This is an optimization exercise on Yosys and OpenROAD, whose aim is small area, a short achievable clock period and few clock cycles, not a production implementation.
In this exercise RTL edits were held to simulation tests only and were not proved equivalent to the original.

===== flow/run.sh =====
#!/bin/bash
# synth_recipe.tcl (not shown) runs the flow's synth.tcl, then flattens the netlist and writes it again
# the make line also repeats each setting of config.mk as NAME=value (left out here)
make -C /OpenROAD-flow-scripts/flow DESIGN_CONFIG=/design/flow/config.mk WORK_HOME=/design/flow/orfs CLKGATE_MAP_FILE= SYNTH_SCRIPT=/design/flow/synth_recipe.tcl finish

===== flow/config.mk =====
export PLATFORM = sky130hd
export DESIGN_NAME = ray_polygon_nearest_hit
export DESIGN_NICKNAME = ray_polygon_nearest_hit
export VERILOG_FILES = /design/flow/design.v
export SDC_FILE = /design/flow/constraint.sdc
export NUM_CORES = 4
export LEC_CHECK = 0
export CAP_MARGIN = 20
export CORE_MARGIN = 2
export CORE_UTILIZATION = 45
export PLACE_DENSITY = 0.6
export SLEW_MARGIN = 20

===== flow/constraint.sdc =====
create_clock -name core_clock -period 10.0 [get_ports {clock}]
set_input_delay 2.0000 -clock core_clock [delete_from_list [all_inputs] [get_ports {clock}]]
set_output_delay 2.0000 -clock core_clock [all_outputs]
set_load 0.01 [all_outputs]

===== flow/design.v =====
package rpnh_pkg;
   localparam int COORD_BITS = 16;                
   localparam int DIFF_W     = COORD_BITS + 1;    
   localparam int MOP_W      = DIFF_W + 1;        
   localparam int PROD_W     = 2 * MOP_W;         
   localparam int CROSS_W    = 2 * DIFF_W + 1;    
   localparam int MAG_W      = CROSS_W - 1;       
   localparam int HALF_W     = MAG_W / 2;         
   localparam int ACC_W      = 2 * MAG_W + 2;     
   localparam int SCALE_W    = MAG_W + DIFF_W - 1;  
   localparam int FRAC_BITS  = 8;
   localparam int NUM_W      = SCALE_W + FRAC_BITS + 2;  
   localparam int DEN_W      = MAG_W + 1;         
   localparam int OUT_W      = 24;
   localparam int QSAT_W     = OUT_W + 2;         
   localparam int SUM_W      = OUT_W + 3;         
   localparam int STEP_W     = 4;
   typedef enum logic [1:0] {
      CMD_APPEND  = 2'd0,
      CMD_REPLACE = 2'd1,
      CMD_CAST    = 2'd2,
      CMD_NONE    = 2'd3
   } cmd_type;
   typedef enum logic [3:0] {
      ACC_NONE,
      ACC_DEN_SET,
      ACC_DEN_SUB,
      ACC_UN_SET,
      ACC_UN_SUB,
      ACC_TN_SET,
      ACC_TN_SUB,
      ACC_ADD_L0,
      ACC_ADD_L1,
      ACC_ADD_L2,
      ACC_SUB_L0,
      ACC_SUB_L1,
      ACC_SUB_L2
   } acc_op_type;
   typedef struct packed {
      logic busy;
      logic done;
   } div_stat_type;
endpackage
import rpnh_pkg::*;
module rpnh_vstore
#(
   parameter int DEPTH = 64,
   parameter int AW    = 6
) (
   input  logic                    clock,
   input  logic                    we,
   input  logic [AW-1:0]           waddr,
   input  logic [2*COORD_BITS-1:0] wdata,
   input  logic [AW-1:0]           raddr_a,
   input  logic [AW-1:0]           raddr_b,
   output logic [2*COORD_BITS-1:0] rdata_a,
   output logic [2*COORD_BITS-1:0] rdata_b
);
   logic [2*COORD_BITS-1:0] mem [DEPTH];
   logic [2*COORD_BITS-1:0] rd_a_ff;
   logic [2*COORD_BITS-1:0] rd_b_ff;
   always_ff @(posedge clock) begin
      if (we) begin
         mem[waddr] <= wdata;
      end
      rd_a_ff <= mem[raddr_a];
      rd_b_ff <= mem[raddr_b];
   end
   assign rdata_a = rd_a_ff;
   assign rdata_b = rd_b_ff;
endmodule
import rpnh_pkg::*;
module rpnh_mul
(
   input  logic                     clock,
   input  logic                     reset,
   input  logic signed [MOP_W-1:0]  op_a,
   input  logic signed [MOP_W-1:0]  op_b,
   input  logic [3:0]               acc_op,
   output logic signed [PROD_W-1:0] prod,
   output logic [3:0]               prod_op
);
   logic signed [PROD_W-1:0] prod_ff;
   logic [3:0]               op_ff;
   always_ff @(posedge clock) begin
      if (reset) begin
         op_ff <= ACC_NONE;
      end else begin
         op_ff <= acc_op;
      end
      prod_ff <= op_a * op_b;
   end
   assign prod    = prod_ff;
   assign prod_op = op_ff;
endmodule
import rpnh_pkg::*;
module rpnh_div
(
   input  logic               clock,
   input  logic               reset,
   input  logic               start,
   input  logic [NUM_W-1:0]   num,
   input  logic [DEN_W-1:0]   den,
   output logic [1:0]         stat,    
   output logic [NUM_W-1:0]   quo
);
   localparam int CW = $clog2(NUM_W);
   logic [NUM_W-1:0] q_ff,   q_in;
   logic [DEN_W-1:0] rem_ff, rem_in;
   logic [DEN_W-1:0] den_ff, den_in;
   logic [CW-1:0]    cnt_ff, cnt_in;
   logic             busy_ff, busy_in;
   logic             done_ff, done_in;
   logic [DEN_W:0]   rem2;
   logic             ge;
   always_comb begin
      rem2    = {rem_ff, q_ff[NUM_W-1]};
      ge      = rem2 >= {1'b0, den_ff};
      q_in    = q_ff;
      rem_in  = rem_ff;
      den_in  = den_ff;
      cnt_in  = cnt_ff;
      busy_in = busy_ff;
      done_in = 1'b0;
      if (start) begin
         q_in    = num;
         rem_in  = '0;
         den_in  = den;
         cnt_in  = CW'(NUM_W - 1);
         busy_in = 1'b1;
      end else if (busy_ff) begin
         rem_in = ge ? DEN_W'(rem2 - {1'b0, den_ff}) : rem2[DEN_W-1:0];
         q_in   = {q_ff[NUM_W-2:0], ge};
         cnt_in = cnt_ff - CW'(1);
         if (cnt_ff == '0) begin
            busy_in = 1'b0;
            done_in = 1'b1;
         end
      end
   end
   always_ff @(posedge clock) begin
      if (reset) begin
         busy_ff <= 1'b0;
         done_ff <= 1'b0;
      end else begin
         busy_ff <= busy_in;
         done_ff <= done_in;
      end
      q_ff   <= q_in;
      rem_ff <= rem_in;
      den_ff <= den_in;
      cnt_ff <= cnt_in;
   end
   assign stat      = {busy_ff, done_ff};
   assign quo       = q_ff;
endmodule
import rpnh_pkg::*;
module ray_polygon_nearest_hit
#(
   parameter int MAX_VERTICES = 64
) (
   input  logic        clock,
   input  logic        reset,
   input  logic        req_tvalid,
   output logic        req_tready,
   input  logic [63:0] req_tdata,    
   input  logic [1:0]  req_tuser,    
   output logic        rsp_tvalid,
   input  logic        rsp_tready,
   output logic [47:0] rsp_tdata,    
   output logic [1:0]  rsp_tuser     
);
   localparam int AW   = $clog2(MAX_VERTICES);
   localparam int CNTW = $clog2(MAX_VERTICES + 1);
   localparam int CW2  = 2 * COORD_BITS;
   typedef enum logic [3:0] {
      ST_IDLE, ST_EDGE_RD, ST_EDGE_LD, ST_EDGE_MUL, ST_EDGE_CHK, ST_EDGE_CMP,
      ST_EDGE_DEC, ST_FINISH, ST_HIT_MUL, ST_HIT_DIV, ST_HIT_WAIT, ST_RESP
   } state_type;
   state_type                 state_ff, state_in;
   logic [CNTW-1:0]           cnt_ff, cnt_in;
   logic [AW-1:0]             idx_ff, idx_in;
   logic [STEP_W-1:0]         st_ff, st_in;
   logic                      axis_ff, axis_in;
   logic                      found_ff, found_in;
   logic signed [COORD_BITS-1:0] px_ff, px_in, py_ff, py_in;
   logic signed [DIFF_W-1:0]  dx_ff, dx_in, dy_ff, dy_in;
   logic signed [DIFF_W-1:0]  gx_ff, gx_in, gy_ff, gy_in;
   logic signed [DIFF_W-1:0]  qx_ff, qx_in, qy_ff, qy_in;
   logic signed [CROSS_W-1:0] den_ff, den_in, un_ff, un_in, tn_ff, tn_in;
   logic signed [ACC_W-1:0]   acc_ff, acc_in;
   logic [MAG_W-1:0]          cu_ff, cu_in, cd_ff, cd_in, bu_ff, bu_in, bd_ff, bd_in;
   logic                      hit_ff, hit_in, err_ff, err_in;
   logic signed [OUT_W-1:0]   hx_ff, hx_in, hy_ff, hy_in;
   logic                      rsp_valid_ff, rsp_valid_in;
   logic [47:0]               rsp_data_ff, rsp_data_in;
   logic [1:0]                rsp_user_ff, rsp_user_in;
   logic                      accept;
   logic [1:0]                cmd;
   logic                      full, empty, last_edge;
   logic [AW-1:0]             nxt_idx;
   logic                      mem_we;
   logic [AW-1:0]             mem_waddr;
   logic [CW2-1:0]            rd_a, rd_b;
   logic signed [MOP_W-1:0]   mul_a, mul_b;
   logic [3:0]                mul_op, prod_op;
   logic signed [PROD_W-1:0]  prod;
   logic signed [ACC_W-1:0]   prod_x;
   logic                      div_start;
   logic [NUM_W-1:0]          div_num, div_quo;
   logic [1:0]                div_stat;    
   logic signed [CROSS_W-1:0] dn, un_n, tn_n;
   logic                      edge_ok;
   logic [DIFF_W-1:0]         mdir;
   logic                      dneg;
   logic [QSAT_W-1:0]         qc;
   logic signed [SUM_W-1:0]   base, vsum;
   logic signed [OUT_W-1:0]   vsat;
   logic signed [COORD_BITS-1:0] ax, ay, bx, by;
   assign accept     = req_tvalid && req_tready;
   assign req_tready = (state_ff == ST_IDLE);
   assign cmd        = req_tuser;
   assign full       = (cnt_ff == CNTW'(MAX_VERTICES));
   assign empty      = (cnt_ff == '0);
   assign last_edge  = ((CNTW'(idx_ff) + CNTW'(1)) == cnt_ff);
   assign nxt_idx    = last_edge ? '0 : AW'(idx_ff + AW'(1));
   assign mem_we    = accept && (((cmd == CMD_APPEND) && !full) ||
                                 ((cmd == CMD_REPLACE) && !empty));
   assign mem_waddr = (cmd == CMD_APPEND) ? AW'(cnt_ff) : AW'(cnt_ff - CNTW'(1));
   rpnh_vstore #(.DEPTH(MAX_VERTICES), .AW(AW)) u_vstore (
      .clock   (clock),
      .we      (mem_we),
      .waddr   (mem_waddr),
      .wdata   (req_tdata[CW2-1:0]),
      .raddr_a (idx_ff),
      .raddr_b (nxt_idx),
      .rdata_a (rd_a),
      .rdata_b (rd_b)
   );
   rpnh_mul u_mul (
      .clock   (clock),
      .reset   (reset),
      .op_a    (mul_a),
      .op_b    (mul_b),
      .acc_op  (mul_op),
      .prod    (prod),
      .prod_op (prod_op)
   );
   rpnh_div u_div (
      .clock (clock),
      .reset (reset),
      .start (div_start),
      .num   (div_num),
      .den   ({bd_ff, 1'b0}),
      .stat  (div_stat),
      .quo   (div_quo)
   );
   assign ax = rd_a[COORD_BITS-1:0];
   assign ay = rd_a[CW2-1:COORD_BITS];
   assign bx = rd_b[COORD_BITS-1:0];
   assign by = rd_b[CW2-1:COORD_BITS];
   assign dneg = axis_ff ? dy_ff[DIFF_W-1] : dx_ff[DIFF_W-1];
   assign mdir = axis_ff ? (dneg ? DIFF_W'(-dy_ff) : dy_ff)
                         : (dneg ? DIFF_W'(-dx_ff) : dx_ff);
   assign div_start = (state_ff == ST_HIT_DIV);
   assign div_num   = NUM_W'({acc_ff[SCALE_W-1:0], {(FRAC_BITS + 1){1'b0}}})
                    + NUM_W'(bd_ff) - NUM_W'(dneg);
   always_comb begin
      qc   = (|div_quo[NUM_W-1:QSAT_W-1]) ? {1'b1, {(QSAT_W-1){1'b0}}}
                                         : div_quo[QSAT_W-1:0];
      base = SUM_W'(axis_ff ? py_ff : px_ff) <<< FRAC_BITS;
      vsum = dneg ? base - $signed({1'b0, qc}) : base + $signed({1'b0, qc});
      if (vsum > SUM_W'(signed'({1'b0, {(OUT_W-1){1'b1}}}))) begin
         vsat = {1'b0, {(OUT_W-1){1'b1}}};
      end else if (vsum < SUM_W'(signed'({1'b1, {(OUT_W-1){1'b0}}}))) begin
         vsat = {1'b1, {(OUT_W-1){1'b0}}};
      end else begin
         vsat = vsum[OUT_W-1:0];
      end
   end
   always_comb begin
      dn      = den_ff[CROSS_W-1] ? -den_ff : den_ff;
      un_n    = den_ff[CROSS_W-1] ? -un_ff  : un_ff;
      tn_n    = den_ff[CROSS_W-1] ? -tn_ff  : tn_ff;
      edge_ok = (den_ff != '0) && !un_n[CROSS_W-1] && !tn_n[CROSS_W-1] && (tn_n <= dn);
   end
   always_comb begin
      mul_a  = '0;
      mul_b  = '0;
      mul_op = ACC_NONE;
      unique case (state_ff)
         ST_EDGE_MUL: begin
            case (st_ff)
               4'd0: begin mul_a = MOP_W'(dx_ff); mul_b = MOP_W'(gy_ff); mul_op = ACC_DEN_SET; end
               4'd1: begin mul_a = MOP_W'(dy_ff); mul_b = MOP_W'(gx_ff); mul_op = ACC_DEN_SUB; end
               4'd2: begin mul_a = MOP_W'(qx_ff); mul_b = MOP_W'(gy_ff); mul_op = ACC_UN_SET;  end
               4'd3: begin mul_a = MOP_W'(qy_ff); mul_b = MOP_W'(gx_ff); mul_op = ACC_UN_SUB;  end
               4'd4: begin mul_a = MOP_W'(qx_ff); mul_b = MOP_W'(dy_ff); mul_op = ACC_TN_SET;  end
               4'd5: begin mul_a = MOP_W'(qy_ff); mul_b = MOP_W'(dx_ff); mul_op = ACC_TN_SUB;  end
               default: ;
            endcase
         end
         ST_EDGE_CMP: begin
            case (st_ff)
               4'd0: begin mul_a = {1'b0, cu_ff[MAG_W-1:HALF_W]}; mul_b = {1'b0, bd_ff[MAG_W-1:HALF_W]}; mul_op = ACC_ADD_L2; end
               4'd1: begin mul_a = {1'b0, cu_ff[MAG_W-1:HALF_W]}; mul_b = {1'b0, bd_ff[HALF_W-1:0]};     mul_op = ACC_ADD_L1; end
               4'd2: begin mul_a = {1'b0, cu_ff[HALF_W-1:0]};     mul_b = {1'b0, bd_ff[MAG_W-1:HALF_W]}; mul_op = ACC_ADD_L1; end
               4'd3: begin mul_a = {1'b0, cu_ff[HALF_W-1:0]};     mul_b = {1'b0, bd_ff[HALF_W-1:0]};     mul_op = ACC_ADD_L0; end
               4'd4: begin mul_a = {1'b0, bu_ff[MAG_W-1:HALF_W]}; mul_b = {1'b0, cd_ff[MAG_W-1:HALF_W]}; mul_op = ACC_SUB_L2; end
               4'd5: begin mul_a = {1'b0, bu_ff[MAG_W-1:HALF_W]}; mul_b = {1'b0, cd_ff[HALF_W-1:0]};     mul_op = ACC_SUB_L1; end
               4'd6: begin mul_a = {1'b0, bu_ff[HALF_W-1:0]};     mul_b = {1'b0, cd_ff[MAG_W-1:HALF_W]}; mul_op = ACC_SUB_L1; end
               4'd7: begin mul_a = {1'b0, bu_ff[HALF_W-1:0]};     mul_b = {1'b0, cd_ff[HALF_W-1:0]};     mul_op = ACC_SUB_L0; end
               default: ;
            endcase
         end
         ST_HIT_MUL: begin
            case (st_ff)
               4'd0: begin mul_a = {1'b0, bu_ff[MAG_W-1:HALF_W]}; mul_b = {1'b0, mdir}; mul_op = ACC_ADD_L1; end
               4'd1: begin mul_a = {1'b0, bu_ff[HALF_W-1:0]};     mul_b = {1'b0, mdir}; mul_op = ACC_ADD_L0; end
               default: ;
            endcase
         end
         default: ;
      endcase
   end
   assign prod_x = ACC_W'(prod);
   always_comb begin
      state_in     = state_ff;
      cnt_in       = cnt_ff;
      idx_in       = idx_ff;
      st_in        = st_ff;
      axis_in      = axis_ff;
      found_in     = found_ff;
      px_in        = px_ff;
      py_in        = py_ff;
      dx_in        = dx_ff;
      dy_in        = dy_ff;
      gx_in        = gx_ff;
      gy_in        = gy_ff;
      qx_in        = qx_ff;
      qy_in        = qy_ff;
      den_in       = den_ff;
      un_in        = un_ff;
      tn_in        = tn_ff;
      acc_in       = acc_ff;
      cu_in        = cu_ff;
      cd_in        = cd_ff;
      bu_in        = bu_ff;
      bd_in        = bd_ff;
      hit_in       = hit_ff;
      err_in       = err_ff;
      hx_in        = hx_ff;
      hy_in        = hy_ff;
      rsp_valid_in = rsp_valid_ff && !rsp_tready;
      rsp_data_in  = rsp_data_ff;
      rsp_user_in  = rsp_user_ff;
      case (prod_op)
         ACC_DEN_SET: den_in = CROSS_W'(prod);
         ACC_DEN_SUB: den_in = den_ff - CROSS_W'(prod);
         ACC_UN_SET:  un_in  = CROSS_W'(prod);
         ACC_UN_SUB:  un_in  = un_ff - CROSS_W'(prod);
         ACC_TN_SET:  tn_in  = CROSS_W'(prod);
         ACC_TN_SUB:  tn_in  = tn_ff - CROSS_W'(prod);
         ACC_ADD_L0:  acc_in = acc_ff + prod_x;
         ACC_ADD_L1:  acc_in = acc_ff + (prod_x <<< HALF_W);
         ACC_ADD_L2:  acc_in = acc_ff + (prod_x <<< (2 * HALF_W));
         ACC_SUB_L0:  acc_in = acc_ff - prod_x;
         ACC_SUB_L1:  acc_in = acc_ff - (prod_x <<< HALF_W);
         ACC_SUB_L2:  acc_in = acc_ff - (prod_x <<< (2 * HALF_W));
         default: ;
      endcase
      unique case (state_ff)
         ST_IDLE: begin
            if (accept) begin
               px_in  = req_tdata[15:0];
               py_in  = req_tdata[31:16];
               dx_in  = DIFF_W'(signed'(req_tdata[47:32])) - DIFF_W'(signed'(req_tdata[15:0]));
               dy_in  = DIFF_W'(signed'(req_tdata[63:48])) - DIFF_W'(signed'(req_tdata[31:16]));
               hit_in = 1'b0;
               err_in = 1'b0;
               hx_in  = '0;
               hy_in  = '0;
               state_in = ST_RESP;
               unique case (cmd)
                  CMD_APPEND: begin
                     if (full) err_in = 1'b1;
                     else      cnt_in = cnt_ff + CNTW'(1);
                  end
                  CMD_REPLACE: begin
                     if (empty) err_in = 1'b1;
                  end
                  CMD_CAST: begin
                     found_in = 1'b0;
                     idx_in   = '0;
                     state_in = empty ? ST_FINISH : ST_EDGE_RD;
                  end
                  CMD_NONE: ;
               endcase
            end
         end
         ST_EDGE_RD: state_in = ST_EDGE_LD;
         ST_EDGE_LD: begin
            gx_in    = DIFF_W'(bx) - DIFF_W'(ax);
            gy_in    = DIFF_W'(by) - DIFF_W'(ay);
            qx_in    = DIFF_W'(ax) - DIFF_W'(px_ff);
            qy_in    = DIFF_W'(ay) - DIFF_W'(py_ff);
            st_in    = '0;
            state_in = ST_EDGE_MUL;
         end
         ST_EDGE_MUL: begin
            st_in = st_ff + STEP_W'(1);
            if (st_ff == STEP_W'(6)) state_in = ST_EDGE_CHK;
         end
         ST_EDGE_CHK: begin
            cu_in = un_n[MAG_W-1:0];
            cd_in = dn[MAG_W-1:0];
            if (edge_ok && found_ff) begin
               st_in    = '0;
               acc_in   = '0;
               state_in = ST_EDGE_CMP;
            end else begin
               if (edge_ok) begin
                  found_in = 1'b1;
                  bu_in    = un_n[MAG_W-1:0];
                  bd_in    = dn[MAG_W-1:0];
               end
               idx_in   = last_edge ? idx_ff : nxt_idx;
               state_in = last_edge ? ST_FINISH : ST_EDGE_RD;
            end
         end
         ST_EDGE_CMP: begin
            st_in = st_ff + STEP_W'(1);
            if (st_ff == STEP_W'(8)) state_in = ST_EDGE_DEC;
         end
         ST_EDGE_DEC: begin
            if (acc_ff[ACC_W-1]) begin
               bu_in = cu_ff;
               bd_in = cd_ff;
            end
            idx_in   = last_edge ? idx_ff : nxt_idx;
            state_in = last_edge ? ST_FINISH : ST_EDGE_RD;
         end
         ST_FINISH: begin
            if (found_ff) begin
               axis_in  = 1'b0;
               st_in    = '0;
               acc_in   = '0;
               state_in = ST_HIT_MUL;
            end else begin
               state_in = ST_RESP;
            end
         end
         ST_HIT_MUL: begin
            st_in = st_ff + STEP_W'(1);
            if (st_ff == STEP_W'(2)) state_in = ST_HIT_DIV;
         end
         ST_HIT_DIV: state_in = ST_HIT_WAIT;
         ST_HIT_WAIT: begin
            if (div_stat[0]) begin
               if (!axis_ff) begin
                  hx_in    = vsat;
                  axis_in  = 1'b1;
                  st_in    = '0;
                  acc_in   = '0;
                  state_in = ST_HIT_MUL;
               end else begin
                  hy_in    = vsat;
                  hit_in   = 1'b1;
                  state_in = ST_RESP;
               end
            end
         end
         ST_RESP: begin
            if (!rsp_valid_ff || rsp_tready) begin
               rsp_valid_in = 1'b1;
               rsp_data_in  = {hy_ff, hx_ff};
               rsp_user_in  = {err_ff, hit_ff};
               state_in     = ST_IDLE;
            end
         end
      endcase
   end
   always_ff @(posedge clock) begin
      if (reset) begin
         state_ff     <= ST_IDLE;
         cnt_ff       <= '0;
         rsp_valid_ff <= 1'b0;
      end else begin
         state_ff     <= state_in;
         cnt_ff       <= cnt_in;
         rsp_valid_ff <= rsp_valid_in;
      end
      idx_ff      <= idx_in;
      st_ff       <= st_in;
      axis_ff     <= axis_in;
      found_ff    <= found_in;
      px_ff       <= px_in;
      py_ff       <= py_in;
      dx_ff       <= dx_in;
      dy_ff       <= dy_in;
      gx_ff       <= gx_in;
      gy_ff       <= gy_in;
      qx_ff       <= qx_in;
      qy_ff       <= qy_in;
      den_ff      <= den_in;
      un_ff       <= un_in;
      tn_ff       <= tn_in;
      acc_ff      <= acc_in;
      cu_ff       <= cu_in;
      cd_ff       <= cd_in;
      bu_ff       <= bu_in;
      bd_ff       <= bd_in;
      hit_ff      <= hit_in;
      err_ff      <= err_in;
      hx_ff       <= hx_in;
      hy_ff       <= hy_in;
      rsp_data_ff <= rsp_data_in;
      rsp_user_ff <= rsp_user_in;
   end
   assign rsp_tvalid = rsp_valid_ff;
   assign rsp_tdata  = rsp_data_ff;
   assign rsp_tuser  = rsp_user_ff;
endmodule

==> run notes <==
[kinds of logic after synthesis]
family,share of synthesized area [%]
simple gates,7.635
buf+inv,3.685
flops,49.73
xor+xnor,3.311
fa+ha+maj,8.990
mux,16.28
compound gates,10.37
[flip-flops by register name, summed over array words and instances, names as in the netlist, 36 cells and up]
register and cells:
acc_ff 70, rsp_data_ff 48, u_vstore.mem 2048, u_mul.prod_ff 36, u_div.q_ff 60
[final cells by class]
class	count	area, µm²
fillers	31590	184900
flip-flops and latches	2858	83530
clock buffers	421	8931
diodes	12	30.03
multi-input cells	8483	79070
well taps	4972	6221
inverters	946	3551
repair buffers	453	3769
clock inverters	168	1878
[final timing paths]
check	start	endpoint	slack [ps]	cells after the start
max	state_ff[3]$_SDFFE_PP0P_	u_mul.prod_ff[34]$_DFF_P_	680	34
min	hy_ff[23]$_DFFE_PP_	rsp_data_ff[47]$_DFFE_PP_	400	0
max reg2reg	state_ff[3]$_SDFFE_PP0P_	u_mul.prod_ff[34]$_DFF_P_	680	34
min reg2reg	hy_ff[23]$_DFFE_PP_	rsp_data_ff[47]$_DFFE_PP_	400	0
[report_power, final]
part,total (mW),switching [mW],internal (mW)
clock network,12.3,5.05,7.22
registers,16.0,1.20,14.8
logic,37.3,22.8,14.6
[metrics by stage]
step / setup WS [ps] / utilization [%]
detailed placement: 779.8 / 47.33
finish: 679.7 / 50.28
global placement: 986.8 / 47.33
floorplan: 1554 / -
global route: 117.3 / 50.27
CTS: 751.1 / 50.24
[cells in the mapped netlist (all sizes together) (124+ instances only)]
library cell,number,area (µm²)
edfxtp,2629,78950
nand2,1077,4043
mux4,1051,23670
inv,940,3528
nor2,707,2654
a21oi,699,3498
ha,655,8195
o21ai,576,2883
clkbuf,556,2087
xnor2,435,3810
fa,345,6907
mux2i,318,3183
a21o,239,1802
dfxtp,229,4584
a221oi,225,1971
xor2,200,1752
nand3,153,765.7
buf,143,553.0
nor2b,135,844.6
nor3,124,620.6
[worst register-to-register path, delay by kind of cell, from the launching register on]
kind                     cells  cell delay, ps
buffers and inverters        9            1040
adder cells (fa/ha/maj)      8            3490
flip-flops                   1             320
AO/OA/AOI/OAI                8            2380
AND/OR/NAND/NOR              8            1820
XOR/XNOR                     1             150
[layer usage]
layer / vias up / part of all wire, % / wire length [µm] / track usage [%]
met4: 16 / 6.0 / 34710 / 15.68
met5: - / 0.017 / 98 / 0
met3: 1417 / 9.6 / 55220 / 6.132
li1: 49914 / - / - / -
met2: 6607 / 47 / 271100 / 48.13
met1: 59793 / 37 / 215400 / 37.82
[placed cells by master, fill, tap and decap left out, drive strengths merged, types with 200 or more instances in the layout]
cell / count
a21o: 239
a21oi: 699
a221oi: 225
buf: 363
clkbuf: 422
dfxtp: 229
edfxtp: 2629
fa: 345
ha: 655
inv: 949
mux2i: 318
mux4: 1051
nand2: 1077
nor2: 707
o21ai: 576
xnor2: 435
xor2: 200
==> flow_summary.toml <==
[run_status]
status = "finished clean"

[cts]
cts_setup_buffers = 0
htree_levels = 5
clk_path_buf_depth = 4
clock_latency_ps = 990
clockRootBuffer = "clkbuf_16"
clk_pin_slew_ps = 60
cts_buffers = 325
clkSinkCount = 2858
cts_resized = 0
tritoncts = "yes"
ctsHoldBuffers = 0

[sta]
setup_viol = 0
setup_tns_ps = 0
timing.hold.ws_ps = 400.4
slew_headroom_pct = 18.81
grt_setup_unrepaired = "false"
drv_slew = 0
hold_violations = 0
fmax_ghz = 0.1073
worst_pin_slew_ps = 1207
period_needed_ps = 9320
period_share_pct = 93.20
finClkSkew_ps = 82.73

[synth]
syn_avg_cell_area_um2 = 12.94
ys_ff_latch = 2858
synth.distinct_cells = 83
ys_seq_area_share_pct = 49.73
synth_ff_type = "edfxtp_1"
synthesis.area_um2 = 168000
synth_edf_count = 2629
netlist_instances = 12986
synthArstFlopShare_pct = 0
yosys_warnings = 4
syn-num-nets = 14056

[floorplanning]
die_h_um = 615.0
pin_count = 122
num_rows = 224
die_x_um = 615.0
coreArea_um2 = 371900
initial_core_util_pct = 45.17
fp.dieArea_um2 = 378200

[global_routing]
grt_pass1_vias = 117424
grt_pass1_wl_um = 824800
grt_usage_pct = 29.77
grt_overflow = 0
antenna_found_initial = 41
grt_max_degree = 141

[setup_path]
cp_max_fo = 15
critPathTopFamily = "adder cells"
cp_common_cell = "inv_1"
worst-path-buf-inv = 9
crit_required_ps = 10830
worst_setup_path_end_kind = "flop"
crit_slowest_cell = "fa_1"
slowest_delay_ps = 570
worstPathArrival_ps = 10150
start_kind = "flop"
critical_path_class = "flop to flop"

[finish]
stdcell_area_um2 = 187000
areaGrowthSynthToFinish_pct = 11.31
nNetsFinal = 14137
instances_no_fill = 18313
drive_gt1_share_pct = 15.96

[place]
dp_cells = 17707
hpwl_um = 384000
placed_cell_area_um2 = 176000
gp_congestion = 0.9510
io_buffers = 121

[hold_path]
hold_path_class = "flop to flop"

[drt]
route.detailed.drc = 0
drtIter0Drc = 15617
via_per_inst = 6.430
wirelength_um = 576600
drt_pass1_iterations = 9
routedWlPerCell_um = 31.48
ant_nets = 0
routed-via-count = 117747

[pwr]
power_mw = 65.55
ir_drop_uv = 374.9
leakagePower_nw = 67.84
power_density_nw_per_um2 = 350.6

[job]
drv_cap = 0
Testbench counts, summed over its fixed seeds: cycles 417,588.

[separate check: timing with driven ports]
The results above use ideal ports. As a check the final layout listed here was re-extracted and re-timed, cells and wires unchanged.
Step 1 (the two cells are an assumption about what drives the block):
set clk [get_ports {clock}]
set_driving_cell -lib_cell sky130_fd_sc_hd__clkbuf_16 $clk
set_driving_cell -lib_cell sky130_fd_sc_hd__buf_2 [delete_from_list [all_inputs] $clk]
Step 2, shift: input delay + t, output delay - t, t = (earliest + latest rising clock arrival at the registers) / 2. This alone moves slack from input paths to output paths.
Slacks: ideal ports / drivers / drivers and shift; pairs: ideal ports / drivers.
shift t [ns]: 1.062
slack for setup (ns): 0.680 / 0.680 / 0.680
hold slack, ns: 0.400 / 0.400 / 0.400
worst slew at a driven data input, ns: 0.26
cell pins on the clock port's net: 1
After both steps setup and hold are still met in this run. The setup slack of this run moves by 0.000 ns with the drivers and by 0.000 ns with both steps.
